From an optimization exercise on the open Yosys and OpenROAD flow, aimed at small area; shortcuts taken in it are not production practice. Only simulation tests tie the RTL to the original design; equivalence was not proved. No driver is modelled on the clock port, so clocking that relies on it looks cheaper here than on a real chip. Power and IR drop assume default switching activity.

Setup of rev 12:
// pipeline_core
module pipeline_core #(
  parameter int DATA_W     = 32,
  parameter int IMEM_DEPTH = 16,
  parameter int DMEM_DEPTH = 16
) (
  input  logic                              clk,
  input  logic                              reset,
  input  logic                              imem_we,
  input  logic [$clog2(IMEM_DEPTH)-1:0]     imem_addr,
  input  logic [31:0]                       imem_wdata,
  output logic [DATA_W-1:0]                 result,
  output logic                              wb_valid,
  output logic [4:0]                        wb_reg,
  output logic [$clog2(IMEM_DEPTH)-1:0]     pc,
  output logic                              stall,
  output logic                              halted
);
  localparam int IMEM_AW = $clog2(IMEM_DEPTH);
  localparam int DMEM_AW = $clog2(DMEM_DEPTH);
  localparam int IW = 28;
  logic [IW-1:0]      imem [IMEM_DEPTH];
  logic [DATA_W-1:0]  dmem [DMEM_DEPTH];
  logic [DATA_W-1:0]  rf   [1:31];
  logic [31:1]        rfValid_q;
  logic [5:0]    wOp, wFn;
  logic [1:0]    wKind;
  logic [2:0]    wSub;
  logic [IW-1:0] wEnc;
  assign wOp = imem_wdata[31:26];
  assign wFn = imem_wdata[5:0];
  always_comb begin
    case (wOp)
      6'b001000: wKind = 2'b01;
      6'b100011: wKind = 2'b10;
      6'b101011: wKind = 2'b11;
      default:   wKind = 2'b00;
    endcase
    if (wOp == 6'b000000) begin
      case (wFn)
        6'b100000: wSub = 3'b100;
        6'b100010: wSub = 3'b101;
        6'b100100: wSub = 3'b110;
        6'b100101: wSub = 3'b111;
  ...
==> flow/config.mk <==
export PLATFORM = sky130hd
export DESIGN_NAME = pipeline_core
export DESIGN_NICKNAME = pipeline_core
export VERILOG_FILES = /design/flow/design.v
export SDC_FILE = /design/flow/constraint.sdc
export NUM_CORES = 4
export LEC_CHECK = 0
export CAP_MARGIN = 0
export CORE_MARGIN = 2
export CORE_UTILIZATION = 70
export CTS_CLUSTER_DIAMETER = 80
export CTS_CLUSTER_SIZE = 24
export SLEW_MARGIN = 0
export SYNTH_HIERARCHICAL = 1
export SYNTH_MINIMUM_KEEP_SIZE = 0
==> flow/constraint.sdc <==
create_clock -name core_clock -period 5.5 [get_ports {clk}]
set_input_delay 1.1000 -clock core_clock [delete_from_list [all_inputs] [get_ports {clk}]]
set_output_delay 1.1000 -clock core_clock [all_outputs]
set_load 0.01 [all_outputs]
run.sh (not shown) runs the stock make flow with config.mk's settings and CLKGATE_MAP_FILE= SYNTH_SCRIPT=/design/flow/synth_recipe.tcl, a recipe that flattens the netlist after the stock synthesis.
Rev 12: full flow OK, the timing, DRC and antenna checks passed
Changes in rev 13 relative to rev 12:
Settings: CTS_CLUSTER_SIZE changed from 24 to 28; CORE_UTILIZATION changed from 70 to 66.
==> flow/flow/run.sh (new file) <==
#!/bin/bash
set -euo pipefail
export CTS_ARGS="-sink_clustering_enable -repair_clock_nets -sink_clustering_size 28 -sink_clustering_max_diameter 80 -dont_use_dummy_load"
bash standard.sh > standard.log 2>&1
==> flow/standard.sh (new file) <==
#!/bin/bash
# synth_recipe.tcl (not shown) runs the flow's synth.tcl, then flattens the netlist and writes it again
# the make line also repeats each setting of config.mk as NAME=value (left out here)
make -C /OpenROAD-flow-scripts/flow DESIGN_CONFIG=/design/flow/config.mk WORK_HOME=/design/flow/orfs CLKGATE_MAP_FILE= SYNTH_SCRIPT=/design/flow/synth_recipe.tcl "${@:-finish}"
removed: flow/run.sh
### Flow results
Rev 12 went all the way through synthesis, placement and routing and the layout is clean on timing, DRC and antenna.
Rev 13 closes out successfully: all stages finished, all timing, DRC and antenna checks passed.
In the reports for rev 12 and rev 13, the larger maximum number of pins on one net before global-route repair belongs to rev 12.
Rev 13: met3 global-route usage 1.1 points below rev 12
Rev 12 → rev 13: total power consumption of the routed design fell about 2%; design area now sits lower; layout cell share with drive strength beyond 1 held; global-route met1 utilization down 3.3 points.
Fraction of area in registers: higher on rev 13

========
run 1:
pipeline_core again, from the RTL that the note above started with.
Settings: LEC_CHECK=0, CAP_MARGIN=0, CORE_MARGIN=2, CORE_UTILIZATION=66, CTS_CLUSTER_DIAMETER=80, CTS_CLUSTER_SIZE=32, SLEW_MARGIN=0, SYNTH_HIERARCHICAL=1, SYNTH_MINIMUM_KEEP_SIZE=0; clock period 5.5 ns.
standard.sh (not shown) runs the stock make flow with config.mk's settings and CLKGATE_MAP_FILE= SYNTH_SCRIPT=/design/flow/synth_recipe.tcl, a recipe that flattens the netlist after the stock synthesis.
==> flow/flow/run.sh <==
#!/bin/bash
set -euo pipefail
export CTS_ARGS="-sink_clustering_enable -repair_clock_nets -sink_clustering_size 32 -sink_clustering_max_diameter 80 -dont_use_dummy_load"
bash standard.sh > standard.log 2>&1
Input-level comparison between run 2 and run 1:
- CTS_CLUSTER_SIZE: 32 -> 24
- CORE_UTILIZATION: 66 -> 60
- CAP_MARGIN: 0 -> 10
- SLEW_MARGIN: 0 -> 10
==> flow/run.sh (new file) <==
#!/bin/bash
# synth_recipe.tcl (not shown) runs the flow's synth.tcl, then flattens the netlist and writes it again
# the make line also repeats each setting of config.mk as NAME=value (left out here)
make -C /OpenROAD-flow-scripts/flow DESIGN_CONFIG=/design/flow/config.mk WORK_HOME=/design/flow/orfs CLKGATE_MAP_FILE= SYNTH_SCRIPT=/design/flow/synth_recipe.tcl finish
removed: flow/flow/run.sh
removed: flow/standard.sh
Notes after the runs:
Run 2 | status: complete | timing, DRC, antenna: pass. Diff run 1 -> run 2: total CTS buffers picked up an extra 19, headroom to the max-slew limit picked up an extra 3.4 points, ratio of final minimum period to clock period picked up an extra 2.3 points. Total power of run 2 is higher than that of run 1. Compared with run 1, run 2 shows a higher global-route wire length before repair. Run 2: fraction of area in registers 1.1 points below run 1. Post-placement cell count was lower in the run labelled run 1. On run 2: number of detailed-route iterations in the first pass is 3 higher than what run 1 gave.
Inputs modified between run 2 and run 3:
- changing CAP_MARGIN from 10 to 0
- changing CORE_UTILIZATION from 60 to 66
- changing SLEW_MARGIN from 10 to 0
==> flow/flow/run.sh (new file) <==
#!/bin/bash
set -euo pipefail
export CTS_ARGS="-sink_clustering_enable -repair_clock_nets -sink_clustering_size 24 -sink_clustering_max_diameter 80 -dont_use_dummy_load"
bash standard.sh > standard.log 2>&1
==> flow/standard.sh (new file) <==
#!/bin/bash
# synth_recipe.tcl (not shown) runs the flow's synth.tcl, then flattens the netlist and writes it again
# the make line also repeats each setting of config.mk as NAME=value (left out here)
make -C /OpenROAD-flow-scripts/flow DESIGN_CONFIG=/design/flow/config.mk WORK_HOME=/design/flow/orfs CLKGATE_MAP_FILE= SYNTH_SCRIPT=/design/flow/synth_recipe.tcl "${@:-finish}"
removed: flow/run.sh
[summary]
Between run 2 and run 3, the synthesized cell area does not differ in any meaningful way. Diff run 2 -> run 3: combinational power share moved up; transition time at the pin with the least slew margin +0.055 ns; internal power consumption -2.2%; relative area of clock buffers and inverters in the final design decreased 0.81 points. Run 2 has higher total wire length after detailed routing than run 3. For the hold slack, run 3 came in 0.038 ns higher than run 2 did. Re die outline width: run 2 was higher than run 3.

========
pipeline_core, a different RTL version from the one above (not shown whole).
For scale: about 4600 cells after synthesis, about 83000 µm² of cells after synthesis.
// pipeline_core
module pipeline_core #(
  parameter int DATA_W     = 32,
  parameter int IMEM_DEPTH = 16,
  parameter int DMEM_DEPTH = 16
) (
  input  logic                              clk,
  input  logic                              reset,
  input  logic                              imem_we,
  input  logic [$clog2(IMEM_DEPTH)-1:0]     imem_addr,
  input  logic [31:0]                       imem_wdata,
  output logic [DATA_W-1:0]                 result,
  output logic                              wb_valid,
  output logic [4:0]                        wb_reg,
  output logic [$clog2(IMEM_DEPTH)-1:0]     pc,
  output logic                              stall,
  output logic                              halted
);
Settings: LEC_CHECK=0, CAP_MARGIN=20, CORE_MARGIN=2, CORE_UTILIZATION=55, CTS_CLUSTER_DIAMETER=100, CTS_CLUSTER_SIZE=20, SLEW_MARGIN=20, SYNTH_HIERARCHICAL=1, SYNTH_MINIMUM_KEEP_SIZE=0; clock period 5.5 ns.
run.sh (not shown) runs the stock make flow with config.mk's settings and CLKGATE_MAP_FILE= SYNTH_SCRIPT=/design/flow/synth_recipe.tcl, a recipe that flattens the netlist after the stock synthesis.
Stock flow here: none of the scripts above is used.
The first run passed the timing, DRC and antenna checks.
==> next run, changes <==
- CAP_MARGIN: 20 -> 10
- CORE_UTILIZATION: 55 -> 60
- CTS_CLUSTER_DIAMETER: 100 -> 80
- CTS_CLUSTER_SIZE: 20 -> 24
- SLEW_MARGIN: 20 -> 10
The new run completed with no timing, DRC or antenna violations.
Worst setup slack gains 0.080 ns.
Die area drops by 8.3%.
Count of clock-buffer cells in the layout drops by 59.
Critical path depth climbs by 2.
Core utilization climbs by 5.1 points.
Cell count drops by 3.5%.
Routed wire length drops by 1.4%.
Total power barely changes.
Sequential cell count does not change.
Register-to-register slack gains 0.08 ns.

separate check: timing with driven ports:
In the flow no input, the clock included, has a driving cell. The finished layouts below were timed again as built, in two steps.
Step 1 assumes that a clkbuf_16 drives the clock port and a buf_2 every other input.
Step 2 moves the port delays by t, midway between the first and last clock arrival at a register: inputs arrive t later, outputs are due t later. That takes back most of the time a late clock gives input paths.
Slacks: ideal ports / drivers / drivers and shift; pairs: ideal ports / drivers.
run | t, ns | slack for setup (ns) | worst setup path after step 2 | pins driven straight from the clock port
rev 12 | 0.816 | 0.339 / 0.339 / 0.339 | register to register | 1
rev 13 | 0.800 | 0.444 / 0.444 / 0.444 | register to register | 1
run 1 | 0.786 | 0.380 / 0.380 / 0.380 | register to register | 1
run 2 | 0.833 | 0.255 / 0.255 / 0.255 | register to register | 1
run 3 | 0.795 | 0.382 / 0.382 / 0.382 | register to register | 1
the first run of note 3 | 0.849 | 0.122 / 0.122 / 0.122 | register to register | 1
the second run of note 3 | 0.843 | 0.202 / 0.202 / 0.202 | register to register | 1
After both steps every run listed still meets setup and hold.
